Background: an optimization exercise with open tools, aiming at small area, a short achievable clock period and few clock cycles. Do not read the settings as production practice.
The RTL was checked by simulation tests, not by an equivalence proof against the original design.
Power and IR drop assume default switching activity.

// data_cache_ctrl
module data_cache_ctrl
#(
  parameter int LINES  = 64,
  parameter int ADDR_W = 32,
  parameter int DATA_W = 32
) (
  input  logic              clk,
  input  logic              rst,
  input  logic              MemRead,
  input  logic              MemWrite,
  input  logic [ADDR_W-1:0] addr,
  input  logic [DATA_W-1:0] wdata,
  output logic [DATA_W-1:0] rdata,
  output logic              stall,
  output logic              mem_rd_en,
  output logic              mem_wr_en,
  output logic [ADDR_W-1:0] mem_addr,
  output logic [DATA_W-1:0] mem_wdata,
  input  logic [DATA_W-1:0] mem_rdata,
  input  logic              mem_ready
);
Size: roughly 8100 cells after synthesis, about 200 I/O pins, ~140000 sq um of cells after synthesis.
export LEC_CHECK = 0
export CAP_MARGIN = 10
export CORE_MARGIN = 2
export CORE_UTILIZATION = 60
export CTS_CLUSTER_DIAMETER = 60
export CTS_CLUSTER_SIZE = 25
export PLACE_DENSITY = 0.7
export SETUP_SLACK_MARGIN = 2.2
export SLEW_MARGIN = 10
create_clock -name core_clock -period 9.0 [get_ports {clk}]
standard.sh (not shown) runs the stock make flow with config.mk's settings and CLKGATE_MAP_FILE= SYNTH_SCRIPT=/design/flow/synth_recipe.tcl, a recipe that flattens the netlist after the stock synthesis.
==> flow/flow/run.sh <==
#!/bin/bash
set -o pipefail
export BUFFER_PORTS_ARGS="-buffer_cell sky130_fd_sc_hd__buf_4"
cp standard.sh standard_sh.txt
bash standard.sh > standard.log 2>&1
Testbench counts at the start, summed over its fixed seeds: cycles 25,169.
Change:
CAP_MARGIN = 20   (was 10)
SLEW_MARGIN = 20   (was 10)
Effect: Die area stays the same; core utilization increases by 0.30 points; fmax increases by 0.34%; worst setup slack gains 0.024 ns; final area increases by 0.44%; clock-buffer cell count stays the same; clock power barely changes; hold slack hardly moves; combinational power increases by about 3%; critical path depth increases by 2; synthesized cell count is unchanged.
Change:
CORE_UTILIZATION = 64   (was 60)
PLACE_DENSITY = 0.74   (was 0.7)
Result: The changed run completed without violations; final area stays flat; core utilization rises by 4.5 points; clock power is about the same; maximum frequency came out lower by 0.53%; synthesized area is unchanged; via count grows by 0.92%; global-route usage goes up by 2.8 points; total power falls by 0.76%; setup slack got worse by 0.037 ns.

The RTL this note starts from:
==> flow/design.v <==
package dcache_pkg;
  localparam int LINES_DEF  = 64;
  localparam int ADDR_W_DEF = 32;
  localparam int DATA_W_DEF = 32;
  localparam int IDX_W      = $clog2(LINES_DEF);
  localparam int TAG_W      = ADDR_W_DEF - IDX_W - 2;
  typedef enum logic [1:0] {
    IDLE,
    RFILL,
    WRITE,
    WDONE
  } state_t;
  function automatic logic [IDX_W-1:0] idx_of(
    input logic [ADDR_W_DEF-1:0] a
  );
    idx_of = a[2 +: IDX_W];
  endfunction
  function automatic logic [TAG_W-1:0] tag_of(
    input logic [ADDR_W_DEF-1:0] a
  );
    tag_of = a[ADDR_W_DEF-1 -: TAG_W];
  endfunction
  function automatic logic [1:0] off_of(
    input logic [ADDR_W_DEF-1:0] a
  );
    off_of = a[1:0];
  endfunction
  function automatic logic [ADDR_W_DEF-1:0] word_addr(
    input logic [ADDR_W_DEF-1:0] a
  );
    word_addr = {a[ADDR_W_DEF-1:2], 2'b00};
  endfunction
endpackage
module dcache_array
#(
  parameter int LINES  = 64,
  parameter int TAG_W  = 24,
  parameter int DATA_W = 32
) (
  input  logic                     clk,
  input  logic                     rst,
  input  logic [$clog2(LINES)-1:0] idx,
  input  logic [TAG_W-1:0]         ctag,    
  input  logic                     fill,    
  input  logic                     upd,     
  input  logic [DATA_W-1:0]        wdata,
  output logic                     hit,
  output logic [DATA_W-1:0]        data
);
  localparam int IW = $clog2(LINES);
  localparam int LW = IW / 2;             
  localparam int HW = IW - LW;            
  localparam int NL = 1 << LW;            
  localparam int NG = 1 << HW;            
  logic [NL-1:0]     sel_lo;
  logic [NG-1:0]     sel_hi;
  logic [LINES-1:0]  sel;
  logic [LINES-1:0]  line_hit;
  logic [LINES-1:0]  valid_q;
  logic [TAG_W-1:0]  tag_q  [LINES];
  logic [DATA_W-1:0] data_q [LINES];
  logic [DATA_W-1:0] grp    [NG];
  always_comb begin
    for (int k = 0; k < NL; k++) sel_lo[k] = (idx[LW-1:0] == k[LW-1:0]);
    for (int j = 0; j < NG; j++) sel_hi[j] = (idx[IW-1:LW] == j[HW-1:0]);
    for (int i = 0; i < LINES; i++) begin
      sel[i]      = sel_hi[i / NL] && sel_lo[i % NL];
      line_hit[i] = sel[i] && valid_q[i] && (tag_q[i] == ctag);
    end
  end
  assign hit = |line_hit;
  always_comb begin
    data = '0;
    for (int j = 0; j < NG; j++) begin
      grp[j] = '0;
      for (int k = 0; k < NL; k++) begin
        grp[j] = grp[j] | ({DATA_W{sel_lo[k]}} & data_q[j*NL + k]);
      end
      data = data | ({DATA_W{sel_hi[j]}} & grp[j]);
    end
  end
  always_ff @(posedge clk) begin
    for (int i = 0; i < LINES; i++) begin
      if (rst) begin
        valid_q[i] <= 1'b0;
      end else if (fill && sel[i]) begin
        valid_q[i] <= 1'b1;
      end
    end
  end
  always_ff @(posedge clk) begin
    for (int i = 0; i < LINES; i++) begin
      if ((fill && sel[i]) || (upd && line_hit[i])) begin
        tag_q[i]  <= ctag;
        data_q[i] <= wdata;
      end
    end
  end
endmodule
module data_cache_ctrl
#(
  parameter int LINES  = 64,
  parameter int ADDR_W = 32,
  parameter int DATA_W = 32
) (
  input  logic              clk,
  input  logic              rst,
  input  logic              MemRead,
  input  logic              MemWrite,
  input  logic [ADDR_W-1:0] addr,
  input  logic [DATA_W-1:0] wdata,
  output logic [DATA_W-1:0] rdata,
  output logic              stall,
  output logic              mem_rd_en,
  output logic              mem_wr_en,
  output logic [ADDR_W-1:0] mem_addr,
  output logic [DATA_W-1:0] mem_wdata,
  input  logic [DATA_W-1:0] mem_rdata,
  input  logic              mem_ready
);
  localparam int IW = $clog2(LINES);
  localparam int TW = ADDR_W - IW - 2;
  logic [IW-1:0]     idx;
  logic [TW-1:0]     tag;
  logic              hit;
  logic [DATA_W-1:0] line_data;
  logic              rd_req;
  logic              fill;
  logic              upd;
  logic [DATA_W-1:0] arr_wdata;
  logic              unused_off;
  assign idx        = addr[2 +: IW];
  assign tag        = addr[ADDR_W-1 -: TW];
  assign unused_off = ^addr[1:0];
  assign rd_req    = MemRead && !MemWrite && !hit;
  assign mem_rd_en = rd_req;
  assign mem_wr_en = MemWrite;
  assign mem_addr  = {addr[ADDR_W-1:2], 2'b00};
  assign mem_wdata = wdata;
  assign stall     = (rd_req || MemWrite) && !mem_ready;
  assign rdata     = hit ? line_data : mem_rdata;
  assign fill      = !rst && mem_ready && rd_req;
  assign upd       = !rst && mem_ready && MemWrite;
  assign arr_wdata = MemWrite ? wdata : mem_rdata;
  dcache_array #(
    .LINES  (LINES),
    .TAG_W  (TW),
    .DATA_W (DATA_W)
  ) u_array (
    .clk   (clk),
    .rst   (rst),
    .idx   (idx),
    .ctag  (tag),
    .fill  (fill),
    .upd   (upd),
    .wdata (arr_wdata),
    .hit   (hit),
    .data  (line_data)
  );
endmodule
==> flow/config.mk <==
export PLATFORM = sky130hd
export DESIGN_NAME = data_cache_ctrl
export DESIGN_NICKNAME = data_cache_ctrl
export VERILOG_FILES = /design/flow/design.v
export SDC_FILE = /design/flow/constraint.sdc
export NUM_CORES = 4
export LEC_CHECK = 0
export CAP_MARGIN = 20
export CORE_MARGIN = 2
export CORE_UTILIZATION = 60
export CTS_CLUSTER_DIAMETER = 65
export CTS_CLUSTER_SIZE = 28
export PLACE_DENSITY = 0.7
export SETUP_SLACK_MARGIN = 2.4
export SLEW_MARGIN = 20
==> flow/constraint.sdc <==
create_clock -name core_clock -period 9.0 [get_ports {clk}]
set_input_delay 1.8000 -clock core_clock [delete_from_list [all_inputs] [get_ports {clk}]]
set_output_delay 1.8000 -clock core_clock [all_outputs]
set_load 0.01 [all_outputs]
Scripts as last shown in full above: flow/flow/run.sh
The starting point went through all stages and came out clean.
Testbench counts at the start, summed over its fixed seeds: cycles 25,169.
Change:
CTS_CLUSTER_DIAMETER = 60   (was 65)
CTS_CLUSTER_SIZE = 25   (was 28)
SETUP_SLACK_MARGIN = 2.0   (was 2.4)
=>
- The changed run finished clean
- first-iteration DRC count came out lower by roughly a tenth
- hold slack stays flat
- worst setup slack is worse by 0.18 ns
- global-route usage went down by 0.33 points
- cell area is lower slightly
- die area is unchanged
- via count fell slightly

port drivers added, routing unchanged:
Ports are ideal in the flow. The routed layouts listed here were re-timed in OpenROAD. Step 1 (the two cells are an assumption about what drives the block):
set clk [get_ports {clk}]
set_driving_cell -lib_cell sky130_fd_sc_hd__clkbuf_16 $clk
set_driving_cell -lib_cell sky130_fd_sc_hd__buf_2 [delete_from_list [all_inputs] $clk]
Step 2, shift: input delay + t, output delay - t, t = (earliest + latest rising clock arrival at the registers) / 2. This alone moves slack from input paths to output paths. Slacks: no drivers / after step 1 / after step 2; pairs: no drivers / after step 1.
run	t (ns)	setup slack, ns	hold slack, ns
the first run of note 1	0.991	2.075 / 1.788 / 1.707	0.463 / 0.463 / 0.463
the second run of note 1	0.997	2.098 / 1.731 / 1.731	0.461 / 0.461 / 0.461
the third run of note 1	0.987	2.062 / 1.710 / 1.473	0.463 / 0.463 / 0.463
the first run of note 2	0.964	2.115 / 1.752 / 1.696	0.459 / 0.459 / 0.459
the second run of note 2	0.996	1.937 / 1.865 / 1.865	0.459 / 0.459 / 0.459
After both steps every run listed still meets setup and hold. For the third run of note 1, which loses most, drivers alone change the setup slack by -0.352 ns; drivers and shift together by -0.589 ns.
